Context: an optimization exercise on an open-source flow, tuned for small area and a short achievable clock period. The choices shown serve that exercise and are no tape-out recipe.
At most, simulation tests tie the RTL to the original design; equivalence was not proved.
Power is estimated from default activity; no workload was simulated.

==> fjord: inputs <==
// rs_decoder_top
module rs_decoder_top (
  input  logic               iclk,
  input  logic               ireset,
  input  logic               iclkena,
  input  logic               isop,
  input  logic               ival,
  input  rs_gf_pkg::data_t   idat,
  output logic               oerr_val,
  output rs_frame_pkg::pos_t oerr_pos,
  output rs_gf_pkg::data_t   oerr_mag,
  output logic               oframe_done,
  output rs_frame_pkg::cnt_t oerr_cnt,
  output logic               odecfail,
  output rs_frame_pkg::tag_t otag
);
==> module rs_symbol_framer, before the edit <==
module rs_symbol_framer (
  input  logic               iclk,
  input  logic               ireset,
  input  logic               iclkena,
  input  logic               isop,
  input  logic               ival,
  input  rs_gf_pkg::data_t   idat,
  output logic               sym_val,
  output logic               sym_first,
  output rs_gf_pkg::data_t   sym_dat,
  output logic               synd_val
);
  logic               in_v;
  logic               in_sop;
  rs_gf_pkg::data_t   in_dat;
  rs_frame_pkg::pos_t cnt;
  logic in_frame;
  logic last_sym;
  always_ff @(posedge iclk or posedge ireset) begin
    if (ireset) begin
      in_v <= 1'b0;
    end
    else begin
      in_v <= iclkena & ival;
    end
  end
  always_ff @(posedge iclk) begin
    in_sop <= isop;
    in_dat <= idat;
  end
  assign in_frame  = in_sop | (cnt != '0);
  assign sym_val   = in_v & in_frame;
  assign sym_first = in_v & in_sop;
  assign sym_dat   = in_dat;
  assign last_sym  = sym_val & (cnt == rs_frame_pkg::pos_t'(255-1));
  always_ff @(posedge iclk or posedge ireset) begin
    if (ireset) begin
      cnt       <= '0;
      synd_val  <= 1'b0;
    end
    else begin
      synd_val <= last_sym;
      if (last_sym) begin
        cnt       <= '0;
      end
      else if (sym_val) begin
        cnt <= in_sop ? rs_frame_pkg::pos_t'(1) : cnt + 1'b1;
      end
    end
  end
endmodule
Settings: LEC_CHECK=0, CAP_MARGIN=20, CORE_MARGIN=2, CORE_UTILIZATION=60, CTS_CLUSTER_DIAMETER=100, CTS_CLUSTER_SIZE=22, SLEW_MARGIN=20; clock period 22.0 ns.
standard.sh (not shown) runs the stock make flow with config.mk's settings and CLKGATE_MAP_FILE= SYNTH_SCRIPT=/design/flow/synth_recipe.tcl, a recipe that flattens the netlist after the stock synthesis.
==> flow/flow/run.sh <==
#!/bin/bash
# Standard layout, with the setup repair aiming well below the clock period:
# the clock and constraints are unchanged, repair_timing just works until
# the worst path is at most TARGET ns long.
set -euo pipefail
TARGET=${TARGET:-5.4}
export SETUP_SLACK_MARGIN=$(python3 -c "print(round($FLOW_PERIOD_NS - $TARGET, 3))")
bash standard.sh > standard_flow.log 2>&1
==> violet (differences from fjord) <==
--- a/flow/design.v
+++ b/flow/design.v
@@ -77,22 +77,24 @@
   input  logic               ireset,
   input  logic               iclkena,
   input  logic               isop,
   input  logic               ival,
   input  rs_gf_pkg::data_t   idat,
   output logic               sym_val,
   output logic               sym_first,
   output rs_gf_pkg::data_t   sym_dat,
-  output logic               synd_val
+  output logic               synd_val,
+  output rs_frame_pkg::tag_t synd_tag
 );
   logic               in_v;
   logic               in_sop;
   rs_gf_pkg::data_t   in_dat;
   rs_frame_pkg::pos_t cnt;
+  rs_frame_pkg::tag_t frame_tag;
   logic in_frame;
   logic last_sym;
   always_ff @(posedge iclk or posedge ireset) begin
     if (ireset) begin
       in_v <= 1'b0;
     end
     else begin
       in_v <= iclkena & ival;
@@ -105,22 +107,26 @@
   assign in_frame  = in_sop | (cnt != '0);
   assign sym_val   = in_v & in_frame;
   assign sym_first = in_v & in_sop;
   assign sym_dat   = in_dat;
   assign last_sym  = sym_val & (cnt == rs_frame_pkg::pos_t'(255-1));
   always_ff @(posedge iclk or posedge ireset) begin
     if (ireset) begin
       cnt       <= '0;
+      frame_tag <= '0;
       synd_val  <= 1'b0;
+      synd_tag  <= '0;
     end
     else begin
       synd_val <= last_sym;
       if (last_sym) begin
         cnt       <= '0;
+        synd_tag  <= frame_tag;
+        frame_tag <= frame_tag + 1'b1;
       end
       else if (sym_val) begin
         cnt <= in_sop ? rs_frame_pkg::pos_t'(1) : cnt + 1'b1;
       end
     end
   end
 endmodule
 module rs_syndrome_cell #(
@@ -147,31 +153,32 @@
       syndrome <= acc_next;
     end
   end
 endmodule
 module rs_berlekamp_ribm (
   input  logic               iclk,
   input  logic               ireset,
   input  logic               synd_val,
+  input  rs_frame_pkg::tag_t synd_tag,
   input  rs_gf_pkg::data_t [1:16] syndrome,
   input  logic               loc_take,
   output logic               loc_val,
   output rs_gf_pkg::data_t [0:8] loc_poly,
   output rs_gf_pkg::data_t [0:8-1] omega_poly,
   output rs_frame_pkg::cnt_t loc_len,
-  output logic               loc_fail
+  output logic               loc_fail,
+  output rs_frame_pkg::tag_t loc_tag
 );
   localparam int t   = 8;
   localparam int t2  = 16;
   localparam int np  = t2 + t - 1;    
   rs_gf_pkg::data_t syn [0:t2-1];
   rs_gf_pkg::data_t lam [0:t];
-  rs_gf_pkg::data_t cb  [0:t-1];
-  rs_gf_pkg::data_t cb_d;
+  rs_gf_pkg::data_t cb  [0:t+1];
   rs_gf_pkg::data_t gamma;
   rs_gf_pkg::data_t delta;
   rs_gf_pkg::data_t acc;
   logic [5:0]       kv;
   logic             c1_keep;
   logic             busy;
   logic [4:0]       pass;
   logic [3:0]       step;
@@ -180,47 +187,45 @@
   logic             st0;
   logic             st1;
   logic             last_step;
   logic             p_bm;
   logic             p_fin;
   logic             swap;
   rs_gf_pkg::data_t lam_h;
   rs_gf_pkg::data_t cb_h;
-  rs_gf_pkg::data_t cb_x;
   rs_gf_pkg::data_t lam_new;
   rs_gf_pkg::data_t s_h;
   rs_gf_pkg::data_t acc_new;
   rs_gf_pkg::data_t cb_w;
   logic [4:0]       idx_base;
   assign last_step = (step == 4'(t));
   assign p_bm      = (pass < 5'(t2));
   assign p_fin     = (pass == 5'(np));
   assign swap      = (delta != '0) && !kv[5];
   always_comb begin
     if (p_first) begin
       lam_h = st0 ? rs_gf_pkg::data_t'(1) : '0;
-      cb_h  = st0 ? rs_gf_pkg::data_t'(1) : '0;
+      cb_h  = st1 ? rs_gf_pkg::data_t'(1) : '0;
     end
     else begin
       lam_h = lam[0];
-      cb_h  = (st0 && !c1_keep) ? '0 : cb[0];
+      cb_h  = (st0 || (st1 && !c1_keep)) ? '0 : cb[0];
     end
-    cb_x    = st0 ? '0 : cb_d;
-    lam_new = rs_gf_pkg::gf_mult(gamma, lam_h) ^ rs_gf_pkg::gf_mult(delta, cb_x);
+    lam_new = rs_gf_pkg::gf_mult(gamma, lam_h) ^ rs_gf_pkg::gf_mult(delta, cb_h);
     s_h     = idx[4] ? '0 : syn[idx[3:0]];
     acc_new = (st1 ? '0 : acc) ^ rs_gf_pkg::gf_mult(lam[t], s_h);
     if (!p_bm) begin
       cb_w = acc_new;
     end
     else if (st0 || swap) begin
       cb_w = lam_h;
     end
     else begin
-      cb_w = cb_x;
+      cb_w = cb_h;
     end
     if (pass < 5'(t2 - 1)) begin
       idx_base = pass + 5'd1;
     end
     else begin
       idx_base = pass - 5'(t2 - 1);
     end
   end
@@ -260,41 +265,41 @@
         if (p_fin) begin
           busy    <= 1'b0;
           loc_val <= 1'b1;
         end
       end
     end
   end
   always_ff @(posedge iclk) begin
-    acc  <= acc_new;
-    cb_d <= cb_h;
+    acc <= acc_new;
     idx <= st0 ? idx_base : idx - 1'b1;
   end
   always_ff @(posedge iclk) begin
     if (synd_val) begin
       for (int j = 0; j < t2; j++) begin
         syn[j] <= syndrome[j+1];
       end
+      loc_tag <= synd_tag;
       gamma   <= rs_gf_pkg::data_t'(1);
       delta   <= syndrome[1];
       kv      <= '0;
     end
     else if (busy) begin
       if (!p_fin) begin
         for (int j = 0; j < t; j++) begin
           lam[j] <= lam[j+1];
         end
         lam[t] <= lam_new;
       end
-      if (p_bm ? !last_step : st0) begin
-        for (int j = 0; j < t-1; j++) begin
+      if (p_bm || st0) begin
+        for (int j = 0; j <= t; j++) begin
           cb[j] <= cb[j+1];
         end
-        cb[t-1] <= cb_w;
+        cb[t+1] <= cb_w;
       end
       if (st1 && p_bm) begin
         c1_keep <= swap;
       end
       if (st0 && !p_first && p_bm) begin
         delta <= acc_new;
       end
       if (last_step && p_bm) begin
@@ -312,94 +317,95 @@
       end
     end
   end
   always_comb begin
     for (int i = 0; i <= t; i++) begin
       loc_poly[i] = lam[i];
     end
     for (int i = 0; i < t; i++) begin
-      omega_poly[i] = cb[i];
+      omega_poly[i] = cb[i+2];
     end
   end
   assign loc_fail = kv[5];
   assign loc_len  = rs_frame_pkg::cnt_t'((6'(t2) - kv) >> 1);
 endmodule
 module rs_chien_forney (
   input  logic               iclk,
   input  logic               ireset,
   input  logic               iclkena,
   input  logic               loc_val,
   input  rs_gf_pkg::data_t [0:8] loc_poly,
   input  rs_gf_pkg::data_t [0:8-1] omega_poly,
   input  rs_frame_pkg::cnt_t loc_len,
   input  logic               loc_fail,
+  input  rs_frame_pkg::tag_t loc_tag,
   output logic               loc_take,
   output logic               oerr_val,
   output rs_frame_pkg::pos_t oerr_pos,
   output rs_gf_pkg::data_t   oerr_mag,
   output logic               oframe_done,
   output rs_frame_pkg::cnt_t oerr_cnt,
   output logic               odecfail,
   output rs_frame_pkg::tag_t otag
 );
   localparam int t = 8;
-  logic               en_d;
   rs_gf_pkg::data_t lam_reg [0:t];
   rs_gf_pkg::data_t omg_reg [0:t-1];
   rs_gf_pkg::data_t lam_nxt [0:t];
   rs_gf_pkg::data_t omg_nxt [0:t-1];
   logic               e_val;
   rs_frame_pkg::pos_t e_pos;
   logic               e_last;
-  logic               e_root;
   rs_frame_pkg::cnt_t e_len;
   logic               e_fail;
-  rs_frame_pkg::cnt_t root_cnt;
-  rs_frame_pkg::cnt_t root_cnt_nxt;
+  rs_frame_pkg::tag_t e_tag;
   rs_gf_pkg::data_t   lam_even;
   rs_gf_pkg::data_t   lam_odd;
   rs_gf_pkg::data_t   omg_sum;
+  logic               e_root;
+  rs_frame_pkg::cnt_t root_cnt;
+  rs_frame_pkg::cnt_t root_cnt_nxt;
   logic               s1_val;
-  logic               s1_first;
   logic               s1_last;
   logic               s1_root;
   rs_gf_pkg::data_t   s1_lodd;
+  rs_gf_pkg::data_t   s1_omg;
   logic               s2_val;
   logic               s2_last;
   logic               s2_root;
   rs_gf_pkg::data_t   s2_inv;
+  rs_gf_pkg::data_t   s2_omg;
+  logic               en_d;
   logic               v_val;
   logic               v_done;
   rs_gf_pkg::data_t   v_mag;
   logic               p_val;
   logic               p_done;
   rs_gf_pkg::data_t   p_mag;
-  logic               omg_take;
   assign e_last   = (e_pos == rs_frame_pkg::pos_t'(255-1));
   assign loc_take = en_d & loc_val & (~e_val | e_last);
-  assign omg_take = en_d & s1_val & s1_first;
   for (genvar g = 0; g <= t; g++) begin : g_term
-    localparam rs_gf_pkg::data_t step = rs_gf_pkg::gf_pow_alpha(g + rs_gf_pkg::field_order - 4);
+    localparam rs_gf_pkg::data_t step = rs_gf_pkg::gf_pow_alpha(g);
     assign lam_nxt[g] = rs_gf_pkg::gf_mult(lam_reg[g], step);
     always_ff @(posedge iclk) begin
       if (loc_take) begin
         lam_reg[g] <= loc_poly[g];
       end
       else if (en_d && e_val) begin
         lam_reg[g] <= lam_nxt[g];
       end
     end
     if (g < t) begin : g_omega
       assign omg_nxt[g] = rs_gf_pkg::gf_mult(omg_reg[g], step);
       always_ff @(posedge iclk) begin
-        if (omg_take) begin
+        if (loc_take) begin
           omg_reg[g] <= omega_poly[g];
         end
-        else if (en_d && s2_val) begin
+        else if (en_d && e_val) begin
           omg_reg[g] <= omg_nxt[g];
         end
       end
     end
   end
   always_comb begin
     lam_even = '0;
     lam_odd  = '0;
@@ -428,17 +434,16 @@
       v_val       <= 1'b0;
       v_done      <= 1'b0;
       p_val       <= 1'b0;
       p_done      <= 1'b0;
       root_cnt    <= '0;
       oerr_val    <= 1'b0;
       oerr_pos    <= '0;
       oframe_done <= 1'b0;
-      otag        <= '0;
     end
     else begin
       en_d <= iclkena;
       if (en_d) begin
         if (loc_take) begin
           e_val <= 1'b1;
           e_pos <= '0;
         end
@@ -459,40 +464,40 @@
         p_done <= v_done;
       end
       if (iclkena) begin
         oerr_val    <= en_d ? v_val  : p_val;
         oframe_done <= en_d ? v_done : p_done;
         if (oerr_val) begin
           oerr_pos <= (oerr_pos == rs_frame_pkg::pos_t'(255-1)) ? '0 : oerr_pos + 1'b1;
         end
-        if (oframe_done) begin
-          otag <= otag + 1'b1;
-        end
       end
     end
   end
   always_ff @(posedge iclk) begin
     if (loc_take) begin
       e_len  <= loc_len;
       e_fail <= loc_fail;
+      e_tag  <= loc_tag;
     end
     if (en_d) begin
-      s1_first <= (e_pos == '0);
-      s1_last  <= e_last;
-      s1_root  <= e_val & e_root;
-      s1_lodd  <= lam_odd;
-      s2_last  <= s1_last;
-      s2_root  <= s1_root;
-      s2_inv   <= rs_gf_pkg::gf_inv(s1_lodd);
-      v_mag    <= s2_root ? rs_gf_pkg::gf_mult(omg_sum, s2_inv) : '0;
-      p_mag    <= v_mag;
+      s1_last <= e_last;
+      s1_root <= e_val & e_root;
+      s1_lodd <= lam_odd;
+      s1_omg  <= omg_sum;
+      s2_last <= s1_last;
+      s2_root <= s1_root;
+      s2_inv  <= rs_gf_pkg::gf_inv(s1_lodd);
+      s2_omg  <= s1_omg;
+      v_mag   <= s2_root ? rs_gf_pkg::gf_mult(s2_omg, s2_inv) : '0;
+      p_mag   <= v_mag;
       if (e_val && e_last) begin
         oerr_cnt <= root_cnt_nxt;
         odecfail <= e_fail | (root_cnt_nxt != e_len);
+        otag     <= e_tag;
       end
     end
     if (iclkena) begin
       oerr_mag <= en_d ? v_mag : p_mag;
     end
   end
 endmodule
 module rs_decoder_top (
@@ -509,67 +514,73 @@
   output rs_frame_pkg::cnt_t oerr_cnt,
   output logic               odecfail,
   output rs_frame_pkg::tag_t otag
 );
   logic  sym_val;
   logic  sym_first;
   rs_gf_pkg::data_t sym_dat;
   logic  synd_val;
+  rs_frame_pkg::tag_t  synd_tag;
   rs_gf_pkg::data_t [1:16] syndrome;
   logic  loc_val;
   logic  loc_take;
   rs_gf_pkg::data_t [0:8] loc_poly;
   rs_gf_pkg::data_t [0:8-1] omega_poly;
   rs_frame_pkg::cnt_t  loc_len;
   logic  loc_fail;
+  rs_frame_pkg::tag_t  loc_tag;
   rs_symbol_framer framer0 (
     .iclk      (iclk),
     .ireset    (ireset),
     .iclkena   (iclkena),
     .isop      (isop),
     .ival      (ival),
     .idat      (idat),
     .sym_val   (sym_val),
     .sym_first (sym_first),
     .sym_dat   (sym_dat),
-    .synd_val  (synd_val)
+    .synd_val  (synd_val),
+    .synd_tag  (synd_tag)
   );
   for (genvar g = 0; g < 16; g++) begin : g_synd
     rs_syndrome_cell #(
       .root_idx (g)
     ) cell0 (
       .iclk      (iclk),
       .sym_val   (sym_val),
       .sym_first (sym_first),
       .sym_dat   (sym_dat),
       .syndrome  (syndrome[g+1])
     );
   end
   rs_berlekamp_ribm ribm0 (
     .iclk       (iclk),
     .ireset     (ireset),
     .synd_val   (synd_val),
+    .synd_tag   (synd_tag),
     .syndrome   (syndrome),
     .loc_take   (loc_take),
     .loc_val    (loc_val),
     .loc_poly   (loc_poly),
     .omega_poly (omega_poly),
     .loc_len    (loc_len),
-    .loc_fail   (loc_fail)
+    .loc_fail   (loc_fail),
+    .loc_tag    (loc_tag)
   );
   rs_chien_forney chien0 (
     .iclk        (iclk),
     .ireset      (ireset),
     .iclkena     (iclkena),
     .loc_val     (loc_val),
     .loc_poly    (loc_poly),
     .omega_poly  (omega_poly),
     .loc_len     (loc_len),
     .loc_fail    (loc_fail),
+    .loc_tag     (loc_tag),
     .loc_take    (loc_take),
     .oerr_val    (oerr_val),
     .oerr_pos    (oerr_pos),
     .oerr_mag    (oerr_mag),
     .oframe_done (oframe_done),
     .oerr_cnt    (oerr_cnt),
     .odecfail    (odecfail),
     .otag        (otag)
==> flow/flow/run.sh (replaced) <==
#!/bin/bash
# Standard layout, with the setup repair aiming well below the clock period:
# the clock and constraints are unchanged, repair_timing just works until
# the worst path is at most TARGET ns long.
set -euo pipefail
TARGET=${TARGET:-5.6}
export SETUP_SLACK_MARGIN=$(python3 -c "print(round($FLOW_PERIOD_NS - $TARGET, 3))")
bash standard.sh > standard_flow.log 2>&1
CORE_UTILIZATION = 40   (was 60)
CTS_CLUSTER_DIAMETER = unset   (was 100)
CTS_CLUSTER_SIZE = unset   (was 22)
==> maple (differences from fjord) <==
--- a/flow/design.v
+++ b/flow/design.v
@@ -79,51 +79,36 @@
   input  logic               isop,
   input  logic               ival,
   input  rs_gf_pkg::data_t   idat,
   output logic               sym_val,
   output logic               sym_first,
   output rs_gf_pkg::data_t   sym_dat,
   output logic               synd_val
 );
-  logic               in_v;
-  logic               in_sop;
-  rs_gf_pkg::data_t   in_dat;
   rs_frame_pkg::pos_t cnt;
   logic in_frame;
   logic last_sym;
-  always_ff @(posedge iclk or posedge ireset) begin
-    if (ireset) begin
-      in_v <= 1'b0;
-    end
-    else begin
-      in_v <= iclkena & ival;
-    end
-  end
-  always_ff @(posedge iclk) begin
-    in_sop <= isop;
-    in_dat <= idat;
-  end
-  assign in_frame  = in_sop | (cnt != '0);
-  assign sym_val   = in_v & in_frame;
-  assign sym_first = in_v & in_sop;
-  assign sym_dat   = in_dat;
+  assign in_frame  = isop | (cnt != '0);
+  assign sym_val   = iclkena & ival & in_frame;
+  assign sym_first = iclkena & ival & isop;
+  assign sym_dat   = idat;
   assign last_sym  = sym_val & (cnt == rs_frame_pkg::pos_t'(255-1));
   always_ff @(posedge iclk or posedge ireset) begin
     if (ireset) begin
       cnt       <= '0;
       synd_val  <= 1'b0;
     end
     else begin
       synd_val <= last_sym;
       if (last_sym) begin
         cnt       <= '0;
       end
       else if (sym_val) begin
-        cnt <= in_sop ? rs_frame_pkg::pos_t'(1) : cnt + 1'b1;
+        cnt <= isop ? rs_frame_pkg::pos_t'(1) : cnt + 1'b1;
       end
     end
   end
 endmodule
 module rs_syndrome_cell #(
   parameter int root_idx = 0
 ) (
   input  logic             iclk,
==> flow/flow/run.sh (replaced) <==
#!/bin/bash
# Standard layout, with the setup repair aiming well below the clock period:
# the clock and constraints are unchanged, repair_timing just works until
# the worst path is at most TARGET ns long.
set -euo pipefail
TARGET=${TARGET:-5.6}
export SETUP_SLACK_MARGIN=$(python3 -c "print(round($FLOW_PERIOD_NS - $TARGET, 3))")
bash standard.sh > standard_flow.log 2>&1
==> results.txt <==
quantity	maple	violet	fjord
Static leakage	13.8 nW	15.2 nW	13.8 nW
Power share of the sequential group	32.4%	39.7%	45.2%
Post-Synthesis Cell Area	36300 um^2	38400 um^2	36600 um^2
Register cell area after layout	19800 um^2	21300 um^2	20000 um^2
Result of the run	finished clean	finished clean	finished clean
Non-clock buffer count in the final layout	117	84	113
Highest-delay cell along the critical path	dfrtp_1	dfrtp_1	dfrtp_2
Clock Buffer Count	55	108	65
Post-Route Skew	37.6 ps	21.3 ps	31.0 ps
Flip-flop and latch count	684	733	694
Post-detail-place hpwl	54.1 mm	56.7 mm	54.0 mm
Clock network power share	11.7%	30.3%	20.0%
CP arrival	1170 ps	1160 ps	1140 ps
Number of tap cells inserted	782	1265	782
Largest fanout on the critical path	3	3	2
Overall die height	250 um	314 um	251 um
Post-synth EDFFs	584	627	584
Worst slack on hold paths	437 ps	418 ps	449 ps
Global-route met3 utilization	2.38%	2.93%	2.76%
Worst setup slack before clock tree synthesis	14360 ps	15570 ps	15340 ps
For maple, only the layout was checked, not whether the RTL still works.

==> static timing again, ports no longer ideal <==
The flow's constraints put no driver on any port. The routed layouts listed below were extracted and timed again, unchanged, in two steps.
Step 1 (the two cells are an assumption about what drives the block):
set clk [get_ports {iclk}]
set_driving_cell -lib_cell sky130_fd_sc_hd__clkbuf_16 $clk
set_driving_cell -lib_cell sky130_fd_sc_hd__buf_2 [delete_from_list [all_inputs] $clk]
Step 2 times the ports against the registers' clock, not the clock port: input delays grow and output delays shrink by t, the midpoint of the rising clock arrivals with the driver on.
Slacks: ideal / step 1 / step 2; pairs: ideal / step 1.
run	t (ns)	setup slack, ns	worst setup path after step 2
fjord	0.651	16.457 / 16.393 / 16.194	input to register
violet	0.691	16.439 / 16.372 / 16.059	input to register
maple	0.643	16.435 / 16.367 / 15.871	input to register
After both steps setup and hold are still met in every run listed. For maple, which loses most, drivers alone change the setup slack by -0.068 ns; drivers and shift together by -0.564 ns.
